Background: an optimization exercise with open tools, aiming at small area and a short achievable clock period. Do not read the settings as production practice.
Function was checked by simulation only, so behaviour that the tests miss may differ from the original.
Power and IR drop assume default switching activity.

==> flow/design.v <==
package usb_eps_pkg;
    localparam int unsigned EPS_AW = 8;
    localparam int unsigned EPS_DW = 16;
    typedef enum logic [1:0] {
        H_IDLE = 2'b00,
        H_WAIT = 2'b01,
        H_DONE = 2'b10
    } host_st_e;
    typedef enum logic [1:0] {
        TAG_NONE = 2'b00,
        TAG_ENG  = 2'b01,
        TAG_HOST = 2'b10
    } tag_e;
endpackage
module usb_eps_ram #(
    parameter int unsigned AW = 8,
    parameter int unsigned DW = 16,
    parameter int unsigned NP = 8             
) (
    input  logic                 clk_i,
    input  logic [2**(AW/2)-1:0] whi_i,       
    input  logic [2**(AW/2)-1:0] rhi_i,       
    input  logic [2**(AW/2)-1:0] lo_i,        
    input  logic [DW-1:0]        wdata_i,
    output logic [DW-1:0]        rdata_o      
);
    localparam int unsigned NW = 2**AW;
    localparam int unsigned NH = 2**(AW/2);
    localparam int unsigned GW = NW / NP;     
    logic [DW-1:0] mem [NW];
    logic [NW-1:0] rsel;
    logic [NP-1:0][DW-1:0] part_d;
    logic [NP-1:0][DW-1:0] part_q;
    for (genvar w = 0; w < NW; w++) begin : g_word
        assign rsel[w] = rhi_i[w / NH] & lo_i[w % NH];
        always_ff @(posedge clk_i) begin
            if (whi_i[w / NH] & lo_i[w % NH]) begin
                mem[w] <= wdata_i;
            end
        end
    end
    always_comb begin
        for (int p = 0; p < NP; p++) begin
            part_d[p] = '0;
            for (int k = 0; k < GW; k++) begin
                part_d[p] = part_d[p] | (mem[p*GW+k] & {DW{rsel[p*GW+k]}});
            end
        end
    end
    always_ff @(posedge clk_i) begin
        part_q <= part_d;
    end
    always_comb begin
        rdata_o = '0;
        for (int p = 0; p < NP; p++) begin
            rdata_o = rdata_o | part_q[p];
        end
    end
endmodule
import usb_eps_pkg::*;
module usb_eps_arb #(
    parameter int unsigned AW = usb_eps_pkg::EPS_AW,
    parameter int unsigned DW = usb_eps_pkg::EPS_DW
) (
    input  logic          clk,
    input  logic          rst,
    input  logic          eps_read_0,
    input  logic          eps_write_0,
    input  logic          eps_zero_0,
    input  logic [AW-1:0] eps_addr_0,
    input  logic [DW-1:0] eps_wrdata_0,
    output logic [DW-1:0] eps_rddata_3,
    input  logic          host_req,
    input  logic          host_we,
    input  logic [AW-1:0] host_addr,
    input  logic [DW-1:0] host_wdata,
    output logic [DW-1:0] host_rdata,
    output logic          host_ack,
    output logic          host_busy
);
    localparam int unsigned HW = AW / 2;
    localparam int unsigned NH = 2**HW;
    logic          eng_cmd, grant, init_busy, init_next;
    logic          busy_q;
    logic          init_q;
    logic [AW-1:0] init_cnt_q;
    always_ff @(posedge clk) begin
        if (rst) begin
            init_q     <= 1'b1;
            init_cnt_q <= '0;
        end else if (init_q) begin
            init_cnt_q <= init_cnt_q + 1'b1;
            if (&init_cnt_q) begin
                init_q <= 1'b0;
            end
        end
    end
    assign init_busy = init_q;
    assign init_next = rst | (init_q & ~&init_cnt_q);
    assign eng_cmd = eps_read_0 | eps_write_0;
    assign grant   = ~busy_q & host_req & ~eng_cmd;
    function automatic logic [NH-1:0] dec(input logic [HW-1:0] a);
        dec = '0;
        dec[a] = 1'b1;
    endfunction
    logic [NH-1:0] eh_q, el_q, hh_q, hl_q;
    logic [DW-1:0] ed_q, hd_q;
    logic          e_sel_q, e_we_q, h_we_q, clr_q;
    logic          e_rd_q, h_rd_q, h1_q;
    always_ff @(posedge clk) begin
        eh_q    <= dec(eps_addr_0[AW-1:HW]);
        el_q    <= dec(eps_addr_0[HW-1:0]);
        hh_q    <= dec(host_addr[AW-1:HW]);
        hl_q    <= dec(host_addr[HW-1:0]);
        ed_q    <= eps_zero_0 ? '0 : eps_wrdata_0;
        hd_q    <= host_wdata;
        e_sel_q <= eng_cmd;
        e_we_q  <= eps_write_0;
        h_we_q  <= grant & host_we;
        clr_q   <= init_busy;
    end
    always_ff @(posedge clk) begin
        if (rst) begin
            e_rd_q <= 1'b0;
            h_rd_q <= 1'b0;
            h1_q   <= 1'b0;
        end else begin
            e_rd_q <= eps_read_0 & ~eps_write_0 & ~init_busy;
            h_rd_q <= grant & ~host_we;
            h1_q   <= grant;
        end
    end
    logic [NH-1:0] whi, rhi, lo;
    logic [DW-1:0] wdata, ram_rdata;
    assign whi   = (e_we_q ? eh_q : '0) | (h_we_q ? hh_q : '0) | {NH{clr_q}};
    assign rhi   = e_sel_q ? eh_q : hh_q;
    assign lo    = (e_sel_q ? el_q : hl_q) | {NH{clr_q}};
    assign wdata = clr_q ? '0 : (e_sel_q ? ed_q : hd_q);
    usb_eps_ram #(
        .AW (AW),
        .DW (DW)
    ) u_ram (
        .clk_i   (clk),
        .whi_i   (whi),
        .rhi_i   (rhi),
        .lo_i    (lo),
        .wdata_i (wdata),
        .rdata_o (ram_rdata)
    );
    logic e_rd2_q, h_rd2_q, h2_q;
    always_ff @(posedge clk) begin
        if (rst) begin
            e_rd2_q <= 1'b0;
            h_rd2_q <= 1'b0;
            h2_q    <= 1'b0;
        end else begin
            e_rd2_q <= e_rd_q;
            h_rd2_q <= h_rd_q;
            h2_q    <= h1_q;
        end
    end
    logic [DW-1:0] eps_rddata_q, host_rdata_q;
    logic          host_ack_q;
    always_ff @(posedge clk) begin
        if (rst) begin
            host_ack_q   <= 1'b0;
            eps_rddata_q <= '0;
            host_rdata_q <= '0;
        end else begin
            host_ack_q <= h2_q;
            if (e_rd2_q) begin
                eps_rddata_q <= ram_rdata;
            end
            if (h_rd2_q) begin
                host_rdata_q <= ram_rdata;
            end
        end
    end
    always_ff @(posedge clk) begin
        busy_q <= init_next | grant | h1_q | h2_q | host_ack_q;
    end
    assign eps_rddata_3 = eps_rddata_q;
    assign host_rdata   = host_rdata_q;
    assign host_ack     = host_ack_q;
    assign host_busy    = busy_q;
endmodule
==> flow/run.sh <==
#!/bin/bash
# synth_recipe.tcl (not shown) runs the flow's synth.tcl, then flattens the netlist and writes it again
# the make line also repeats each setting of config.mk as NAME=value (left out here)
make -C /OpenROAD-flow-scripts/flow DESIGN_CONFIG=/design/flow/config.mk WORK_HOME=/design/flow/orfs CLKGATE_MAP_FILE= SYNTH_SCRIPT=/design/flow/synth_recipe.tcl finish
==> flow/config.mk <==
export PLATFORM = sky130hd
export DESIGN_NAME = usb_eps_arb
export DESIGN_NICKNAME = usb_eps_arb
export VERILOG_FILES = /design/flow/design.v
export SDC_FILE = /design/flow/constraint.sdc
export NUM_CORES = 4
export LEC_CHECK = 0
export CAP_MARGIN = 20
export CORE_MARGIN = 2
export CORE_UTILIZATION = 45
export SETUP_SLACK_MARGIN = 2.0
export SLEW_MARGIN = 20
==> flow/constraint.sdc <==
create_clock -name core_clock -period 4.5 [get_ports {clk}]
set_input_delay 0.9000 -clock core_clock [delete_from_list [all_inputs] [get_ports {clk}]]
set_output_delay 0.9000 -clock core_clock [all_outputs]
set_load 0.01 [all_outputs]
==> out/results.ini, run 1 <==
[worst_setup_path]
arrival_ns=3.76
critPathLaunchType=flip-flop
cpPeakStageDelay_ns=0.46
crit_fanout=7
slowest_stage=or4_1
critPathKind=flip-flop to flip-flop
endpoint_kind=flip-flop
path_cells=buf_4, buf_12, nor2_4, buf_6, buf_4, buf_12, buf_6, o22ai_1, buf_6, buf_2, buf_4, a22oi_1, nand4_1, or4_1
critPathRequiredTime_ns=5.34

[clock_network]
insertion_delay_ns=1.01
cts_buffers=424
cts_max_path_buffers=4
root_buffer=clkbuf_16
cts_tree=built
clk_pin_slew_ns=0.07
clock-sinks=4373
htree_num_levels=5

[die]
fp-row-count=216
io_pins=89
core_area_um2=346000
die_w_um=593
die-area_um2=352000
die_h_um=593
initial_core_util_pct=45.2

[route]
wl_mm=520
drt_iter0_drc=15600
drcViolationCount=0
antenna_left=0
detail_route.wl_per_cell_um=35.0
vias=96300
viasPerCell=6.48
drt_pass1_iterations=6

[power_and_ir_drop]
p_leak_nw=74.8
power.density_nw_per_um2=418
p_comb_share_pct=1.9
seq_power_share_pct=53.9
switching_power_mw=16.4
clockPowerShare_pct=44.2
switching_share_pct=20.2
ir_drop_mv=0.357
p_int_mw=64.9

[global_route]
grt-ovfl-total=0
grt_max_degree=129
first_global_vias=89700
antenna_found_initial=74
grt_pass1_wl_mm=706
grt_usage_pct=28.6

[logic_synthesis]
syn_area_um2=156000
syn_nets=8522
synth_cells=8450
synthArstFlopShare_pct=0
seq_area_frac_synth_pct=82.3
synth_enable_flop_cells=4096
synth_cell_types=51
synth-seq-cells=4373
postSynthAreaPerCell_um2=18.5
yosysWarnings=3
synth_ff_type=edfxtp_1

[placed_design]
gp_congestion=0.932
hpwl_mm=301
numPortBuffers=88
post-place-ws_ns=0.769

[final_layout]
layout_commonest_cell=edfxtp_1
regMostFlops=u_ram.mem
nets=9915
drive_gt1_share_pct=26.8
largest_reg_flops=4096
syn2layout_area_growth_pct=24.5
final_cell_mix=edfxtp_1 (4096), a22oi_1 (1575), buf_4 (725), nand4_1 (515), a22oi_2 (473)
reg_top3=u_ram.mem: 4096 flops, u_ram.part_q: 128 flops

[min_path]
hold_path_class=input pin to flip-flop

[sta]
hold_viol_final=0
setup_viol=0
worst_slack_ns=1.58
fin_crit_sh_pct=64.9
tightest_slew_ns=1.14
slew_violations=0
fin_setup_tns_ns=0
layout_min_cycle_time_ns=2.92
rsz0062_at_grt=true
slew_headroom_pct=23.8
skew_ns=0.0921
fmax_ghz=0.342

[run]
cap_viol_max_count=0

[run_status]
status=no timing/DRC/antenna violations

layout make-up:
type / count / area (um2)
fillers: 25800 / 151000
flip-flops and latches: 4373 / 129000
multi-input cells: 3682 / 31200
repair buffers: 1349 / 14800
clock buffers: 586 / 11800
well taps: 4578 / 5730
clock inverters: 208 / 2300
diodes: 63 / 158
inverters: 13 / 48.8
cell usage after synthesis, types with 8 or more instances:
| cell type | n | share of area [%] |
|---|---|---|
| clkbuf_2 | 8 | 0.026 |
| o22ai_2 | 61 | 0.49 |
| and2_1 | 28 | 0.11 |
| edfxtp_1 | 4096 | 79 |
| dfxtp_1 | 277 | 3.6 |
| buf_6 | 18 | 0.13 |
| buf_4 | 39 | 0.19 |
| nand2_2 | 9 | 0.036 |
| ha_1 | 17 | 0.14 |
| buf_2 | 48 | 0.15 |
| o22ai_1 | 198 | 0.79 |
| nor2b_1 | 58 | 0.23 |
| a221oi_1 | 16 | 0.090 |
| nor2_1 | 341 | 0.82 |
| nand2b_1 | 26 | 0.10 |
| clkbuf_1 | 285 | 0.68 |
| or4_1 | 160 | 0.77 |
| a22oi_1 | 2048 | 9.8 |
| mux2i_1 | 19 | 0.12 |
| a211oi_2 | 10 | 0.080 |
| nand2_1 | 12 | 0.029 |
| nand4_1 | 515 | 2.1 |
| inv_1 | 13 | 0.031 |
| a211oi_1 | 38 | 0.18 |
| nor2_4 | 18 | 0.13 |
| nor3_1 | 15 | 0.048 |
metal layers:
layer	share of wire, %	up-vias	track usage [%]
li1	-	38800	-
met4	5.4	36	13.7
met5	0.045	-	0
met1	38	49600	39.6
met3	12	1179	7.30
met2	44	6600	42.3
power groups by stage:
stage / clock network (mW) / registers, mW / logic, mW
global route: 37.6 / 43.8 / 1.55
finish: 35.9 / 43.8 / 1.52
CTS: 36.1 / 43.8 / 1.36
detailed placement: 0 / 44.7 / 0.981
floorplan: 0 / 44.7 / 0.519
global placement: 0 / 44.7 / 0.968
repair_timing:
action / CTS / global route
endpoints found under the hold margin: 0 / 0
buffers inserted: 461 / 121
pin swaps: 483 / 305
cloned: 79 / 17
hold buffers: 0 / 0
gates resized for setup: 1148 / 347
setup endpoints to repair: 7065 / 1413
per-stage QoR:
| stage | util [%] | cell area [um2] | hold WS, ns | cells | total power [mW] |
|---|---|---|---|---|---|
| floorplan | - | 156000 | 0.329 | 8450 | 45.2 |
| global placement | 48.2 | 167000 | 0.434 | 13300 | 45.7 |
| detailed placement | 48.2 | 167000 | 0.442 | 13300 | 45.7 |
| CTS | 55.4 | 192000 | 0.289 | 14700 | 81.3 |
| global route | 56.2 | 194000 | 0.334 | 14800 | 83.0 |
| finish | 56.2 | 195000 | 0.340 | 14900 | 81.3 |
worst paths after layout:
| kind | start | end | slack [ns] | cells after the start |
|---|---|---|---|---|
| max reg2reg | clr_q | u_ram.part_q[99] | 1.58 | 14 |
| max | clr_q | u_ram.part_q[99] | 1.58 | 14 |
| min | host_wdata[5] | hd_q[5] | 0.34 | 1 |
| min reg2reg | h_rd_q | h_rd2_q | 0.45 | 1 |
critical path, delay by kind of cell, from the launching register on:
kind / cells / cell delay [ns]
buf+inv: 9 / 1.28
simple gates: 3 / 0.82
flops: 1 / 0.40
compound gates: 2 / 0.24
cells by family after synthesis:
logic type | Yosys count | share of synthesized area (%)
XOR/XNOR | 7 | 0.0392
flip-flops | 4373 | 82.3
multiplexers | 19 | 0.122
adder cells (fa/ha/maj) | 17 | 0.136
buffers and inverters | 418 | 1.25
AO/OA/AOI/OAI | 2394 | 11.6
AND/OR/NAND/NOR | 1222 | 4.60
==> inputs of run 2 (changes only) <==
--- a/flow/config.mk
+++ b/flow/config.mk
@@ -8,5 +8,4 @@
 export CAP_MARGIN = 20
 export CORE_MARGIN = 2
 export CORE_UTILIZATION = 45
-export SETUP_SLACK_MARGIN = 2.0
 export SLEW_MARGIN = 20
==> out/results.ini, run 2 <==
[final_layout]
drive_gt1_share_pct=15.5
nets=9273
n_fill_cell=27100
syn2layout_area_growth_pct=16.2
largest_reg_flops=4096
regMostFlops=u_ram.mem
final_cell_mix=edfxtp_1 (4096), a22oi_1 (2048), buf_4 (588), nand4_1 (515), clkbuf_16 (434)
layout_commonest_cell=edfxtp_1
multiInputGateArea_um2=26300
reg_top3=u_ram.mem: 4096 flops, u_ram.part_q: 128 flops
register_area_um2=129000

[power_and_ir_drop]
ir_drop_mv=0.415
p_leak_nw=70.3
power.density_nw_per_um2=449
power.total_mw=81.5

[min_path]
hold_path_class=input pin to flip-flop

[placed_design]
gp_congestion=0.950
hpwl_mm=302
post-place-ws_ns=0.768
numPortBuffers=88

[sta]
worst_slack_ns=0.526
layout_min_cycle_time_ns=3.97
slew_headroom_pct=16.4
skew_ns=0.121
slew_violations=0
tightest_slew_ns=1.25
setup_viol=0
hold_viol_final=0
fmax_ghz=0.252
fin_crit_sh_pct=88.3
rsz0062_at_grt=false

[logic_synthesis]
synth_most_common_cell=edfxtp_1
synth_enable_flop_cells=4096
synth_area_leader_cell=edfxtp_1
synthArstFlopShare_pct=0
synth_area_leaders=edfxtp_1 (79%), a22oi_1 (9.8%), dfxtp_1 (3.6%)
synth_cells=8450
syn_area_um2=156000
synth_top_area_share_pct=78.7
synth-seq-cells=4373
yosysWarnings=3
syn_nets=8522
postSynthAreaPerCell_um2=18.5
synth_cell_types=51
seq_area_frac_synth_pct=82.3
synth_ff_type=edfxtp_1
synthTopCellsByCount=edfxtp_1 (4096), a22oi_1 (2048), nand4_1 (515), nor2_1 (341), clkbuf_1 (285)

[clock_network]
cts_setup_buffers=0
htree_num_levels=5
insertion_delay_ns=1.02
root_buffer=clkbuf_16
clk_pin_slew_ns=0.06
cts_buffers=429
ctsHoldBuffers=0
cts_resized=0
cts_tree=built
clock-sinks=4373
cts_max_path_buffers=4

[die]
fp-row-count=216
die_h_um=593
initial_core_util_pct=45.2
die-area_um2=352000
io_pins=89
core_area_um2=346000
die_w_um=593

[route]
detail_route.wl_per_cell_um=34.2
drcViolationCount=0
viasPerCell=6.39
vias=90700
wl_mm=486
antenna_left=0
drt_pass1_iterations=8
drt_iter0_drc=13500

[worst_setup_path]
arrival_ns=4.75
critPathRequiredTime_ns=5.28
critPathLaunchType=flip-flop
crit_fanout=35
critPathKind=flip-flop to flip-flop
endpoint_kind=flip-flop

[global_route]
grt_pass1_wl_mm=672
grt_usage_pct=27.1
grt_max_degree=179
grt-ovfl-total=0
first_global_vias=86200
antenna_found_initial=55

[run_status]
status=no timing/DRC/antenna violations

[run]
cap_viol_max_count=0

run 2: cell counts after synthesis:
No cell type changed its count.
run 2: logic make-up after synthesis:
group | count (synthesis) | synth area share (%)
flip-flops | 4373 | 82.3
XOR/XNOR | 7 | 0.0392
buffers and inverters | 418 | 1.25
multiplexers | 19 | 0.122
AND/OR/NAND/NOR | 1222 | 4.60
AO/OA/AOI/OAI | 2394 | 11.6
adder cells (fa/ha/maj) | 17 | 0.136
run 2: final timing paths:
kind	start	endpoint	slack, ns	depth (start not counted)
worst max-delay path	e_sel_q	u_ram.part_q[28]	0.53	7
worst min-delay path	host_wdata[14]	hd_q[14]	0.35	1
worst max register to register	e_sel_q	u_ram.part_q[28]	0.53	7
worst min register to register	e_rd_q	e_rd2_q	0.46	1
run 2: power by group:
part	leakage, nW	total (mW)	internal [mW]	switching [mW]
clock network	7.10	36.6	21.2	15.4
registers	52.8	43.8	43.8	0.0419
logic	10.4	1.06	0.234	0.821
run 2: routing by layer:
layer	routed length, um	GRT usage [%]
met1	186000	37.0
met2	223000	41.8
met3	55000	6.28
met4	21800	11.6
met5	137	0
run 2: critical path, cell delays in order (launching register included):
cell and delay (ns):
dfxtp_4 0.75, buf_4 0.28, nand2b_1 0.72, o22ai_1 0.47
buf_4 0.33, a22oi_1 0.21, nand4_1 0.32, or4_1 0.62
run 2: area by class of cell:
class / count / area share, %
clock inverter: 218 / 1.40
timing repair buffer: 725 / 3.43
antenna: 42 / 0.0579
inverter: 13 / 0.0269
multi-input combinational: 3659 / 14.5
clock buffer: 593 / 6.57
sequential: 4373 / 70.8
tap: 4578 / 3.16
run 2: through the flow:
step	TNS, ns	instances	hold WS [ns]	instance area [um2]	util (%)
2_1_floorplan	-6636.38	8450	0.329	156000	-
3_3_place_gp	0	13300	0.452	167000	48.2
3_5_place_dp	0	13300	0.462	167000	48.2
4_1_cts	0	14200	0.283	181000	52.4
5_1_grt	0	14200	0.331	181000	52.4
6_report	0	14200	0.348	181000	52.5

==> re-timing with driven ports <==
Ports are ideal in the flow. The routed layouts listed here were re-timed in OpenROAD. Step 1 assumes that a clkbuf_16 drives the clock port and a buf_2 every other input. Step 2, shift: input delay + t, output delay - t, t = (earliest + latest rising clock arrival at the registers) / 2. This alone moves slack from input paths to output paths. Slacks: no drivers / after step 1 / after step 2; pairs: no drivers / after step 1.
run	shift t [ns]	slack for setup (ns)	hold WS [ns]	worst setup path after step 2
run 1	1.083	1.580 / 1.580 / 1.149	0.340 / 0.252 / 0.447	input to register
run 2	1.073	0.526 / 0.526 / 0.526	0.348 / 0.264 / 0.463	register to register
After both steps setup and hold are still met in every run listed. For run 1, which loses most, drivers alone change the setup slack by 0.000 ns; drivers and shift together by -0.431 ns.
